Background: an optimization exercise with open tools, aiming at small area, a short achievable clock period and few clock cycles. Do not read the settings as production practice. Function was checked by simulation only, so behaviour that the tests miss may differ from the original. Power is estimated from default activity; no workload was simulated.

== run a ==
// bmem_top
module bmem_top (
    input  logic         clk,
    input  logic         rst_n,
    input  logic [31:0]  icache_addr,
    input  logic         icache_read,
    output logic         icache_resp,
    output logic [255:0] icache_rdata,
    input  logic [31:0]  dcache_addr,
    input  logic         dcache_read,
    input  logic         dcache_write,
    input  logic [255:0] dcache_wdata,
    output logic         dcache_resp,
    output logic [255:0] dcache_rdata,
    output logic [31:0]  bmem_addr,
    output logic         bmem_read,
    output logic         bmem_write,
    output logic [63:0]  bmem_wdata,
    input  logic         bmem_ready,
    input  logic [63:0]  bmem_rdata,
    input  logic         bmem_rvalid
);
Size: ~850 cells after synthesis, ~210 flip-flops, ~11000 µm² of cells after synthesis.
Settings: LEC_CHECK=0, CAP_MARGIN=20, CORE_AREA=10 10 370 370, DIE_AREA=0 0 380 380, PLACE_DENSITY=0.4, SETUP_SLACK_MARGIN=2.5, SLEW_MARGIN=20; clock period 5.0 ns.
standard.sh (not shown) runs the stock make flow with config.mk's settings and CLKGATE_MAP_FILE= SYNTH_SCRIPT=/design/flow/synth_recipe.tcl, a recipe that flattens the netlist after the stock synthesis.
==> flow/flow/run.sh <==
#!/bin/bash
# Standard layout with two changes: a fixed pin plan (written by flow/pins.py and sourced
# at the end of floorplan through ORFS's IO_CONSTRAINTS hook) that keeps each bit slice's
# ports together, and buf_1 as the port buffer instead of the resizer's default pick.
set -euo pipefail
python3 flow/pins.py 380 > pins.tcl 2> pins.log
export IO_CONSTRAINTS="$PWD/pins.tcl"
export BUFFER_PORTS_ARGS="-buffer_cell sky130_fd_sc_hd__buf_1"
bash standard.sh > flow_standard.log 2>&1
==> flow/flow/pins.py <==
#!/usr/bin/env python3
"""Writes pins.tcl, a fixed pin plan for bmem_top on a square die (side given, um).

The control pins sit at the middle of the bottom edge; next to them, going outward,
the address slices (icache_addr[a], bmem_addr[a], dcache_addr[a]) and then the write
slices (the four dcache_wdata bits that bmem_wdata[k] selects from, and bmem_wdata[k]),
wrapping round the bottom corners. The read slices (bmem_rdata[k] with the eight rdata
outputs it feeds) are spread over the rest of the edge. Every path from an input to an
output then stays inside one slice."""
import sys

side = float(sys.argv[1]) if len(sys.argv) > 1 else 380.0
margin = 12.0
M2_OFF, M2_PITCH = 0.23, 0.46     # vertical layer, bottom and top edges
M3_OFF, M3_PITCH = 0.34, 0.68     # horizontal layer, left and right edges
STEP = 2                          # every second track, as place_pins does by default

def tracks(off, pitch):
    out = []
    i = 0
    while True:
        v = off + pitch * i
        if v > side - margin:
            break
        if v >= margin:
            out.append(round(v, 3))
        i += STEP
    return out

xs = tracks(M2_OFF, M2_PITCH)
ys = tracks(M3_OFF, M3_PITCH)
# slots as (edge, coordinate)
bottom = [("B", x) for x in xs]
top = [("T", x) for x in xs]
left = [("L", y) for y in ys]
right = [("R", y) for y in ys]

ctl = ["icache_read", "dcache_read", "dcache_write", "bmem_write", "bmem_ready", "bmem_read",
       "bmem_rvalid", "icache_resp", "dcache_resp", "rst_n", "clk"]
addr = [[f"icache_addr[{a}]", f"bmem_addr[{a}]", f"dcache_addr[{a}]"] for a in range(32)]
wr = [[f"dcache_wdata[{k}]", f"dcache_wdata[{k+64}]", f"bmem_wdata[{k}]",
       f"dcache_wdata[{k+128}]", f"dcache_wdata[{k+192}]"] for k in range(64)]
rd = [[f"icache_rdata[{k}]", f"dcache_rdata[{k}]", f"icache_rdata[{k+64}]", f"dcache_rdata[{k+64}]",
       f"bmem_rdata[{k}]", f"icache_rdata[{k+192}]", f"dcache_rdata[{k+192}]",
       f"icache_rdata[{k+128}]", f"dcache_rdata[{k+128}]"] for k in range(64)]

# Walk outward from the bottom centre: the left path runs to the bottom-left corner then up
# the left edge; the right path to the bottom-right corner then up the right edge.
mid = len(bottom) // 2
c0 = mid - len(ctl) // 2
assign = {}
for i, n in enumerate(ctl):
    assign[n] = bottom[c0 + i]
lpath = bottom[:c0][::-1] + left
rpath = bottom[c0 + len(ctl):] + right
li = ri = 0
half_a = len(addr) // 2
half_w = len(wr) // 2
lseq = addr[:half_a] + wr[:half_w]
rseq = addr[half_a:] + wr[half_w:]
for g in lseq:
    for n in g[::-1]:
        assign[n] = lpath[li]; li += 1
for g in rseq:
    for n in g:
        assign[n] = rpath[ri]; ri += 1
# Remaining slots: up the rest of the left edge, across the top, down the right edge.
rest = left[li - len(bottom[:c0]):] if li > c0 else left
rest_r = right[ri - len(bottom[c0 + len(ctl):]):] if ri > len(bottom) - c0 - len(ctl) else right
free = rest + top + rest_r[::-1]
n_rd = sum(len(g) for g in rd)
assert n_rd <= len(free), (n_rd, len(free))
# spread the read groups evenly over the free slots
gap = (len(free) - n_rd) / len(rd)
pos = 0.0
for g in rd:
    p = int(round(pos))
    for j, n in enumerate(g):
        assign[n] = free[p + j]
    pos += len(g) + gap

assert len(set(assign.values())) == len(assign) == 1003, len(assign)
lines = []
for n, (e, v) in sorted(assign.items()):
    if e == "B":
        lines.append(f"place_pin -pin_name {{{n}}} -layer met2 -location {{{v} 0.24}} -pin_size {{0.14 0.48}}")
    elif e == "T":
        lines.append(f"place_pin -pin_name {{{n}}} -layer met2 -location {{{v} {side-0.24:.3f}}} -pin_size {{0.14 0.48}}")
    elif e == "L":
        lines.append(f"place_pin -pin_name {{{n}}} -layer met3 -location {{0.4 {v}}} -pin_size {{0.8 0.3}}")
    else:
        lines.append(f"place_pin -pin_name {{{n}}} -layer met3 -location {{{side-0.4:.3f} {v}}} -pin_size {{0.8 0.3}}")
print("\n".join(lines))
Testbench counts of run a, summed over its fixed seeds: cycles 13,461.
## Diff of input files: run b against run a
Settings: DIE_AREA: 0 0 380 380 -> 0 0 340 340; CORE_AREA: 10 10 370 370 -> 10 10 330 330; SETUP_SLACK_MARGIN: 2.5 -> 2.2.
diff --git a/flow/flow/run.sh b/flow/flow/run.sh
--- a/flow/flow/run.sh
+++ b/flow/flow/run.sh
@@ -5,3 +5,3 @@
 set -euo pipefail
-python3 flow/pins.py 380 > pins.tcl 2> pins.log
+python3 flow/pins.py 340 6 > pins.tcl 2> pins.log
 export IO_CONSTRAINTS="$PWD/pins.tcl"
diff --git a/flow/flow/pins.py b/flow/flow/pins.py
--- a/flow/flow/pins.py
+++ b/flow/flow/pins.py
@@ -12,3 +12,3 @@
 side = float(sys.argv[1]) if len(sys.argv) > 1 else 380.0
-margin = 12.0
+margin = float(sys.argv[2]) if len(sys.argv) > 2 else 12.0
 M2_OFF, M2_PITCH = 0.23, 0.46     # vertical layer, bottom and top edges
==> comparison <==
Run b vs. run a: fraction of area in registers went up by 4.5 points. Run b was carried through to the last stage, and its layout satisfied the timing, design-rule and antenna checks. Final cell count in run b is 409 lower than in run a. Final worst-path cycle share in run b is 0.43 points above run a.

========
Another version of the RTL of bmem_top (not shown whole).
Size: about 1000 cells after synthesis, about 210 flip-flops.
==> flow/config.mk <==
export PLATFORM = sky130hd
export DESIGN_NAME = bmem_top
export DESIGN_NICKNAME = bmem_top
export VERILOG_FILES = /design/flow/design.v
export SDC_FILE = /design/flow/constraint.sdc
export NUM_CORES = 4
export LEC_CHECK = 0
export ABC_AREA = 1
export CAP_MARGIN = 20
export CORE_AREA = 10 10 370 370
export CTS_BUF_LIST = sky130_fd_sc_hd__clkbuf_8
export DIE_AREA = 0 0 380 380
export PLACE_DENSITY = 0.4
export SETUP_SLACK_MARGIN = 2.5
export SLEW_MARGIN = 20
==> flow/constraint.sdc <==
create_clock -name core_clock -period 5.0 [get_ports {clk}]
set_input_delay 1.0000 -clock core_clock [delete_from_list [all_inputs] [get_ports {clk}]]
set_output_delay 1.0000 -clock core_clock [all_outputs]
set_load 0.01 [all_outputs]
==> flow/flow/run.sh <==
#!/bin/bash
# Standard layout with two changes: a fixed pin plan (written by flow/pins.py and sourced
# at the end of floorplan through ORFS's IO_CONSTRAINTS hook) that keeps each bit slice's
# ports together, and buf_1 as the port buffer instead of the resizer's default pick.
set -euo pipefail
python3 flow/pins.py 380 > pins.tcl 2> pins.log
export IO_CONSTRAINTS="$PWD/pins.tcl"
export BUFFER_PORTS_ARGS="-buffer_cell sky130_fd_sc_hd__buf_1"
bash standard.sh > flow_standard.log 2>&1
Other scripts of this flow, unchanged in this note and not shown: flow/flow/pins.py
Testbench counts at the start, summed over its fixed seeds: cycles 13,461.
Edit:
--- a/flow/flow/run.sh
+++ b/flow/flow/run.sh
@@ -5,3 +5,3 @@
 set -euo pipefail
-python3 flow/pins.py 380 > pins.tcl 2> pins.log
+python3 flow/pins.py 300 6 > pins.tcl 2> pins.log
 export IO_CONSTRAINTS="$PWD/pins.tcl"
CORE_AREA = 10 10 290 290   (was 10 10 370 370)
DIE_AREA = 0 0 300 300   (was 0 0 380 380)
=> The changed run produced a clean layout. First-iteration DRC count is higher by 40%. Worst hold slack is better by 17 ps. Design area is lower by 4.3%.
Edit:
--- a/flow/flow/run.sh
+++ b/flow/flow/run.sh
@@ -5,3 +5,3 @@
 set -euo pipefail
-python3 flow/pins.py 300 6 > pins.tcl 2> pins.log
+python3 flow/pins.py 380 > pins.tcl 2> pins.log
 export IO_CONSTRAINTS="$PWD/pins.tcl"
CORE_AREA = 10 10 370 370   (was 10 10 290 290)
DIE_AREA = 0 0 380 380   (was 0 0 300 300)
SETUP_SLACK_MARGIN = 2.6   (was 2.5)
TNS_END_PERCENT = 0   (was unset)
The new run ran to the end with no violations.
Sequential cell count is unchanged.
Final area rose by 3.3%.
Utilization fell by 7.3 points.
Non-clock buffer count fell by 12.
Die area rose by about 60%.
Register-to-register slack gets worse by 170 ps.
Edit:
--- a/flow/flow/run.sh
+++ b/flow/flow/run.sh
@@ -5,3 +5,3 @@
 set -euo pipefail
-python3 flow/pins.py 380 > pins.tcl 2> pins.log
+python3 flow/pins.py 300 6 > pins.tcl 2> pins.log
 export IO_CONSTRAINTS="$PWD/pins.tcl"
CORE_AREA = 10 10 290 290   (was 10 10 370 370)
DIE_AREA = 0 0 300 300   (was 0 0 380 380)
TNS_END_PERCENT = unset   (was 0)
Effect:
- utilization rose by 7.5 points
- synthesized cell count stays the same
- setup slack improved by 110 ps
- die area fell by 38%
- area after synthesis stays the same
- global-route usage rose by 3.1 points
- non-clock buffer count rose by 11
- design area fell by about 2.4%
- final cell count fell by 20%
Edit:
--- a/flow/flow/run.sh
+++ b/flow/flow/run.sh
@@ -5,3 +5,3 @@
 set -euo pipefail
-python3 flow/pins.py 300 6 > pins.tcl 2> pins.log
+python3 flow/pins.py 380 > pins.tcl 2> pins.log
 export IO_CONSTRAINTS="$PWD/pins.tcl"
CORE_AREA = 10 10 370 370   (was 10 10 290 290)
CTS_BUF_LIST = sky130_fd_sc_hd__clkbuf_16   (was sky130_fd_sc_hd__clkbuf_8)
CTS_CLUSTER_DIAMETER = 80   (was unset)
CTS_CLUSTER_SIZE = 25   (was unset)
DIE_AREA = 0 0 380 380   (was 0 0 300 300)
SETUP_SLACK_MARGIN = 2.5   (was 2.6)
After rerunning:
- The new run finished clean
- final area grows by 5.8%
- maximum frequency shrinks by 1.0%
- synthesized cell count is unchanged

========
RTL: one of the versions met above, not the one the previous note started from.
For scale: roughly 210 flip-flops, ~0.011 mm^2 of cells after synthesis.
Settings: LEC_CHECK=0, CAP_MARGIN=20, CORE_AREA=10 10 370 370, DIE_AREA=0 0 380 380, PLACE_DENSITY=0.4, SETUP_SLACK_MARGIN=2.0, SLEW_MARGIN=20; clock period 5.0 ns.
==> flow/flow/run.sh <==
#!/bin/bash
# Standard layout with two changes: a fixed pin plan (written by flow/pins.py and sourced
# at the end of floorplan through ORFS's IO_CONSTRAINTS hook) that keeps each bit slice's
# ports together, and buf_1 as the port buffer instead of the resizer's default pick.
set -euo pipefail
python3 flow/pins.py 380 > pins.tcl 2> pins.log
export IO_CONSTRAINTS="$PWD/pins.tcl"
export BUFFER_PORTS_ARGS="-buffer_cell sky130_fd_sc_hd__buf_1"
bash standard.sh > flow_standard.log 2>&1
Other scripts of this flow, unchanged in this note and not shown: flow/flow/pins.py
The first run completed without violations.
Testbench counts at the start, summed over its fixed seeds: cycles 13,461.
Then changed:
SETUP_SLACK_MARGIN = default   (was 2.0)
Worst hold slack stays flat.
Combinational power drops by about 2%.
Setup slack loses 0.49 ns.
Clock skew drops by 0.0064 ns.
Then changed:
ABC_AREA = 1   (was default)
CTS_BUF_LIST = sky130_fd_sc_hd__clkbuf_8   (was default)
SETUP_SLACK_MARGIN = 2.2   (was default)
Global-route usage goes up by 0.47 points.
Clock-buffer cell count increases by 9.
Fmax rose by about 26%.
Design area increases by about 2.2%.
Synthesized area grows by about 1.1%.

[afterwards: timing with drivers on the ports]
In the flow no input, the clock included, has a driving cell. The finished layouts below were timed again as built, in two steps. Step 1 (the two cells are an assumption about what drives the block):
set clk [get_ports {clk}]
set_driving_cell -lib_cell sky130_fd_sc_hd__clkbuf_16 $clk
set_driving_cell -lib_cell sky130_fd_sc_hd__buf_2 [delete_from_list [all_inputs] $clk]
Step 2 moves the port delays by t, midway between the first and last clock arrival at a register: inputs arrive t later, outputs are due t later. That takes back most of the time a late clock gives input paths. Three values: ideal, step 1, step 2; two values: the first two.
| run | t (ns) | slack for setup (ns) | worst hold slack (ns) | worst slew at a driven data input, ns | cell pins on the clock port's net |
|---|---|---|---|---|---|
| run a | 0.619 | 2.309 / 2.257 / 2.231 | 0.490 / 0.490 / 0.490 | 0.06 | 1 |
| run b | 0.599 | 2.287 / 2.252 / 2.034 | 0.494 / 0.494 / 0.494 | 0.06 | 1 |
| the first run of note 2 | 0.649 | 2.525 / 2.475 / 2.037 | 0.494 / 0.494 / 0.494 | 0.06 | 1 |
| the second run of note 2 | 0.599 | 2.516 / 2.469 / 2.262 | 0.511 / 0.511 / 0.511 | 0.06 | 1 |
| the third run of note 2 | 0.655 | 2.412 / 2.369 / 1.918 | 0.506 / 0.506 / 0.506 | 0.06 | 1 |
| the fourth run of note 2 | 0.600 | 2.522 / 2.477 / 2.281 | 0.510 / 0.510 / 0.510 | 0.06 | 1 |
| the fifth run of note 2 | 0.599 | 2.497 / 2.443 / 2.381 | 0.496 / 0.496 / 0.496 | 0.06 | 1 |
| the first run of note 3 | 0.619 | 2.159 / 2.107 / 2.004 | 0.490 / 0.490 / 0.490 | 0.06 | 1 |
| the second run of note 3 | 0.617 | 1.667 / 1.616 / 2.008 | 0.489 / 0.489 / 0.489 | 0.05 | 1 |
| the third run of note 3 | 0.659 | 2.348 / 2.298 / 2.067 | 0.491 / 0.491 / 0.491 | 0.06 | 1 |
After both steps setup and hold are still met in every run listed. For the third run of note 2, which loses most, drivers alone change the setup slack by -0.043 ns; drivers and shift together by -0.494 ns.
